Context: an optimization exercise on an open-source flow, tuned for small area and a short achievable clock period. The choices shown serve that exercise and are no tape-out recipe.
Where RTL was checked, it was by simulation tests only, not by an equivalence proof against the original.
Power and IR drop assume default switching activity.

the baseline:
==> flow/design.v <==
package spi_mem_pkg;
    typedef enum logic [2:0] {
        ADDR,
        CMD,
        WRITE,
        READ,
        DONE
    } state_t;
    localparam logic [7:0] CMD_READ = 8'h00;
    localparam logic [7:0] IDLE_TX  = 8'h00;
endpackage
module spi_bit_engine #(
    parameter int unsigned CPOL      = 0,
    parameter int unsigned CPHA      = 0,
    parameter int unsigned MSB_FIRST = 0
) (
    input  logic       clk,
    input  logic       rst_n,
    input  logic       cs_n,
    input  logic       sck,
    input  logic       mosi,
    input  logic       tx_load,
    input  logic [7:0] tx_byte,
    output logic       miso,
    output logic       active,
    output logic       byte_done,
    output logic       frame_end,
    output logic       frame_err,
    output logic [7:0] rx_byte,
    output logic [7:0] rx_data,
    output logic       last_bit,
    output logic       rx_next_zero
);
    localparam bit POL = (CPOL != 0);
    localparam bit PHA = (CPHA != 0);
    localparam bit MSB = (MSB_FIRST != 0);
    logic [1:0] cs_s, sck_s, mosi_s;
    logic       sck_d;
    logic [7:0] rx_sr, tx_reg, rx_next;
    logic [2:0] bitcnt;
    logic       sck_rise, sck_fall, lead, trail;
    logic       sample_ev, shift_ev, cs_fall, cs_rise, tx_bit;
    logic       cs_d;
    assign rx_data = rx_sr;
    always_comb begin
        sck_rise  = sck_s[1] & ~sck_d;
        sck_fall  = ~sck_s[1] & sck_d;
        lead      = POL ? sck_fall : sck_rise;
        trail     = POL ? sck_rise : sck_fall;
        sample_ev = ~cs_d & (PHA ? trail : lead);
        shift_ev  = ~cs_d & (PHA ? lead : trail);
        cs_fall   = cs_d & ~cs_s[1];
        cs_rise   = ~cs_d & cs_s[1];
        rx_next   = MSB ? {rx_sr[6:0], mosi_s[1]} : {mosi_s[1], rx_sr[7:1]};
        last_bit  = sample_ev && (bitcnt == 3'd7);
        rx_next_zero = (rx_next == 8'd0);
        tx_bit    = MSB ? tx_reg[3'd7 - bitcnt] : tx_reg[bitcnt];
    end
    always_ff @(posedge clk) begin
        mosi_s  <= {mosi_s[0], mosi};
        rx_byte <= rx_next;
        if (sample_ev)
            rx_sr <= rx_next;
    end
    always_ff @(posedge clk or negedge rst_n) begin
        if (!rst_n) begin
            cs_s      <= '1;
            sck_s     <= {2{POL}};
            sck_d     <= POL;
            active    <= 1'b0;
            cs_d      <= 1'b1;
            bitcnt    <= '0;
            tx_reg    <= '0;
            miso      <= 1'b0;
            byte_done <= 1'b0;
            frame_end <= 1'b0;
            frame_err <= 1'b0;
        end else begin
            cs_s      <= {cs_s[0], cs_n};
            sck_s     <= {sck_s[0], sck};
            sck_d     <= sck_s[1];
            active    <= ~cs_s[1];
            cs_d      <= cs_s[1];
            byte_done <= last_bit;
            frame_end <= cs_rise;
            frame_err <= cs_rise && (bitcnt != 3'd0) && !last_bit;
            if (sample_ev)
                bitcnt <= bitcnt + 3'd1;
            if (cs_rise)
                bitcnt <= '0;
            if (tx_load)
                tx_reg <= tx_byte;
            if (shift_ev || (cs_fall && !PHA))
                miso <= tx_bit;
        end
    end
endmodule
module spi_mem_slave #(
    parameter int unsigned CPOL       = 0,
    parameter int unsigned CPHA       = 0,
    parameter int unsigned MSB_FIRST  = 0,
    parameter int unsigned ADDR_BYTES = 2,
    parameter int unsigned MEM_AW     = 8
) (
    input  logic       CLK,
    input  logic       nRESET,
    input  logic       nCS,
    input  logic       SCK,
    input  logic       MOSI,
    output logic       MISO,
    output logic       MISO_OE,
    output logic       busy,
    output logic       rx_valid,
    output logic [7:0] rx_byte,
    output logic       frame_err
);
    logic       s_addr, s_cmd, s_wr, s_rd, a2;
    logic       e_addr, e_cmd, e_dat, e_inc;
    logic [7:0] tgt, tgt_n;     
    logic       byte_done, frame_end, active, tx_load, last_bit, rx_next_zero, rx_zero;
    logic [7:0] tx_byte, rx_data;
    spi_bit_engine #(
        .CPOL      (CPOL),
        .CPHA      (CPHA),
        .MSB_FIRST (MSB_FIRST)
    ) u_engine (
        .clk          (CLK),
        .rst_n        (nRESET),
        .cs_n         (nCS),
        .sck          (SCK),
        .mosi         (MOSI),
        .tx_load      (tx_load),
        .tx_byte      (tx_byte),
        .miso         (MISO),
        .active       (active),
        .byte_done    (byte_done),
        .frame_end    (frame_end),
        .frame_err    (frame_err),
        .rx_byte      (rx_byte),
        .rx_data      (rx_data),
        .last_bit     (last_bit),
        .rx_next_zero (rx_next_zero)
    );
    assign busy     = active;
    assign MISO_OE  = active;
    assign rx_valid = byte_done;
    always_ff @(posedge CLK or negedge nRESET) begin
        if (!nRESET) begin
            e_addr <= 1'b0;
            e_cmd  <= 1'b0;
            e_dat  <= 1'b0;
            e_inc  <= 1'b0;
        end else begin
            e_addr <= last_bit && (frame_end || s_addr);
            e_cmd  <= last_bit && !frame_end && s_cmd;
            e_dat  <= last_bit && !frame_end && (s_rd || s_wr);
            e_inc  <= last_bit && !frame_end && ((s_cmd && rx_next_zero) || s_rd || s_wr);
        end
    end
    always_ff @(posedge CLK)
        rx_zero <= rx_next_zero;
    logic sel_ld;
    assign sel_ld = e_addr && !a2;
    always_comb begin
        tgt_n = tgt;
        if (sel_ld)
            tgt_n = rx_data;
        if (e_inc)
            tgt_n = tgt + 8'd1;
    end
    always_ff @(posedge CLK or negedge nRESET) begin
        if (!nRESET) begin
            s_addr  <= 1'b1;
            s_cmd   <= 1'b0;
            s_wr    <= 1'b0;
            s_rd    <= 1'b0;
            a2      <= 1'b0;
            tx_load <= 1'b0;
        end else begin
            tx_load <= byte_done | frame_end;
            if (e_addr) begin
                a2 <= !a2;
                if (a2) begin
                    s_addr <= 1'b0;
                    s_cmd  <= 1'b1;
                end
            end
            if (e_cmd) begin
                s_cmd <= 1'b0;
                s_rd  <= rx_zero;
                s_wr  <= !rx_zero;
            end
            if (frame_end) begin
                s_addr <= 1'b1;
                s_cmd  <= 1'b0;
                s_wr   <= 1'b0;
                s_rd   <= 1'b0;
                a2     <= 1'b0;
            end
        end
    end
    logic [3:0]   hp;           
    logic         wv;           
    logic [7:0]   wd;
    logic [3:0]   wrow;         
    logic [3:0]   wlo;          
    logic         wissue;
    logic         wfire;        
    logic [15:0]  wsel;         
    logic         fire_new, fire_old, wfire_n;
    logic         rm;           
    logic [7:0]   pf;
    logic [127:0] heads;
    assign wissue   = e_dat && s_wr;
    assign fire_new = (tgt[3:0] + 4'd2) == hp;
    assign fire_old = wv && !wfire && ((wlo + 4'd2) == hp);
    assign wfire_n  = wissue ? fire_new : fire_old;
    always_ff @(posedge CLK) begin
        hp    <= hp - 4'd1;
        wfire <= wfire_n;
        for (int r = 0; r < 16; r++)
            wsel[r] <= wissue ? (fire_new && tgt[7:4] == 4'(r)) : (fire_old && wrow == 4'(r));
        if (wissue) begin
            wv   <= 1'b1;
            wd   <= rx_data;
            wrow <= tgt[7:4];
            wlo  <= tgt[3:0];
        end else if (wfire) begin
            wv   <= 1'b0;
        end
        tgt  <= tgt_n;
        rm   <= sel_ld ? ((rx_data[3:0] + 4'd1) == hp)
              : e_inc  ? ((tgt[3:0] + 4'd2) == hp)
              :          ((tgt[3:0] + 4'd1) == hp);
        if (rm)
            pf <= heads[{tgt[7:4], 3'd0} +: 8];
    end
    for (genvar r = 0; r < 16; r++) begin : g_row
        logic [127:0] q;        
        always_ff @(posedge CLK)
            q <= {q[119:0], wsel[r] ? wd : q[127:120]};
        assign heads[8*r +: 8] = q[7:0];
    end
    always_comb begin
        tx_byte = spi_mem_pkg::IDLE_TX;
        if (s_rd)
            tx_byte = pf;
    end
endmodule
Settings: LEC_CHECK=0, ABC_CLOCK_PERIOD_IN_PS=1800, CAP_MARGIN=20, CORE_MARGIN=2, CORE_UTILIZATION=55, CTS_BUF_LIST=sky130_fd_sc_hd__clkbuf_16, CTS_CLUSTER_DIAMETER=100, CTS_CLUSTER_SIZE=30, PLACE_DENSITY=0.7, SETUP_SLACK_MARGIN=2.1, SLEW_MARGIN=20; clock period 4.0 ns.
run.sh (not shown) runs the stock make flow with config.mk's settings and CLKGATE_MAP_FILE= SYNTH_SCRIPT=/design/flow/synth_recipe.tcl, a recipe that flattens the netlist after the stock synthesis.
Here is what was changed in the inputs of the candidate compared with the baseline.
--- a/flow/design.v
+++ b/flow/design.v
@@ -174,13 +174,13 @@
             s_cmd   <= 1'b0;
             s_wr    <= 1'b0;
             s_rd    <= 1'b0;
             a2      <= 1'b0;
             tx_load <= 1'b0;
         end else begin
-            tx_load <= byte_done | frame_end;
+            tx_load <= e_addr | e_cmd | e_dat | frame_end;
             if (e_addr) begin
                 a2 <= !a2;
                 if (a2) begin
                     s_addr <= 1'b0;
                     s_cmd  <= 1'b1;
                 end
@@ -199,35 +199,33 @@
             end
         end
     end
     logic [3:0]   hp;           
     logic         wv;           
     logic [7:0]   wd;
-    logic [3:0]   wrow;         
-    logic [3:0]   wlo;          
     logic         wissue;
     logic         wfire;        
     logic [15:0]  wsel;         
     logic         fire_new, fire_old, wfire_n;
+    logic [3:0]   wrow_old;
     logic         rm;           
     logic [7:0]   pf;
     logic [127:0] heads;
     assign wissue   = e_dat && s_wr;
+    assign wrow_old = tgt[7:4] - {3'd0, tgt[3:0] == 4'd0};
     assign fire_new = (tgt[3:0] + 4'd2) == hp;
-    assign fire_old = wv && !wfire && ((wlo + 4'd2) == hp);
+    assign fire_old = wv && !wfire && ((tgt[3:0] + 4'd1) == hp);
     assign wfire_n  = wissue ? fire_new : fire_old;
     always_ff @(posedge CLK) begin
         hp    <= hp - 4'd1;
         wfire <= wfire_n;
         for (int r = 0; r < 16; r++)
-            wsel[r] <= wissue ? (fire_new && tgt[7:4] == 4'(r)) : (fire_old && wrow == 4'(r));
+            wsel[r] <= wissue ? (fire_new && tgt[7:4] == 4'(r)) : (fire_old && wrow_old == 4'(r));
         if (wissue) begin
             wv   <= 1'b1;
             wd   <= rx_data;
-            wrow <= tgt[7:4];
-            wlo  <= tgt[3:0];
         end else if (wfire) begin
             wv   <= 1'b0;
         end
         tgt  <= tgt_n;
         rm   <= sel_ld ? ((rx_data[3:0] + 4'd1) == hp)
               : e_inc  ? ((tgt[3:0] + 4'd2) == hp)
The flow did not stop early for the candidate: all stages ran, and the layout cleared the timing, DRC and antenna checks.
[the candidate vs the baseline] clock network area share: higher in the candidate
Compared with the baseline, the candidate shows maximum frequency lower by 6.0%.
Going from the baseline to the candidate, total power of the final layout climbed 0.11 mW, total standard cell area after synthesis dropped 150 um2, critical path depth climbed 7.
The cell area in the candidate was higher than what the baseline gave.
The higher proportion of cell area occupied by registers came out of the baseline.
As far as share of final layout cell area taken by non-clock buffers is concerned, the candidate and the baseline perform about the same.
Taking the baseline as the reference, in the candidate count of placed standard cells including taps did not really move; routed wire length down about 0.4%; adder-cell area share of the yosys netlist about even; final core area utilization up 0.31 points; switching power share of the total increased 0.23 points.
Post-route non-filler standard cell count: the baseline vs the candidate, no meaningful difference
wsel[10] as the endpoint of the most critical setup path was reported by the candidate, and rx_valid by the baseline.
Only the layout flow was run in the candidate; the RTL was not checked for function there.

## separate check: timing with driven ports
The results above use ideal ports. As a check the final layouts listed here were re-extracted and re-timed, cells and wires unchanged.
Step 1: set_driving_cell puts a clkbuf_16 on CLK and a buf_2 on each other input, an assumption about the parent block.
Step 2 adds t to the input delays and takes it off the output delays; t is the mean of the earliest and latest rising clock arrival at the registers after step 1. Input paths then give back, and output paths get back, about the clock's delay inside the block.
a / b / c = no drivers / after step 1 / after step 2; a / b = the first two.
run | t (ns) | setup slack, ns | worst setup path after step 2 | worst register clock-pin slew, ns
the baseline | 0.716 | 1.999 / 1.931 / 2.074 | register to register | 0.12 / 0.12
the candidate | 0.730 | 1.871 / 1.871 / 1.871 | register to register | 0.12 / 0.12
After both steps setup and hold are still met in every run listed.
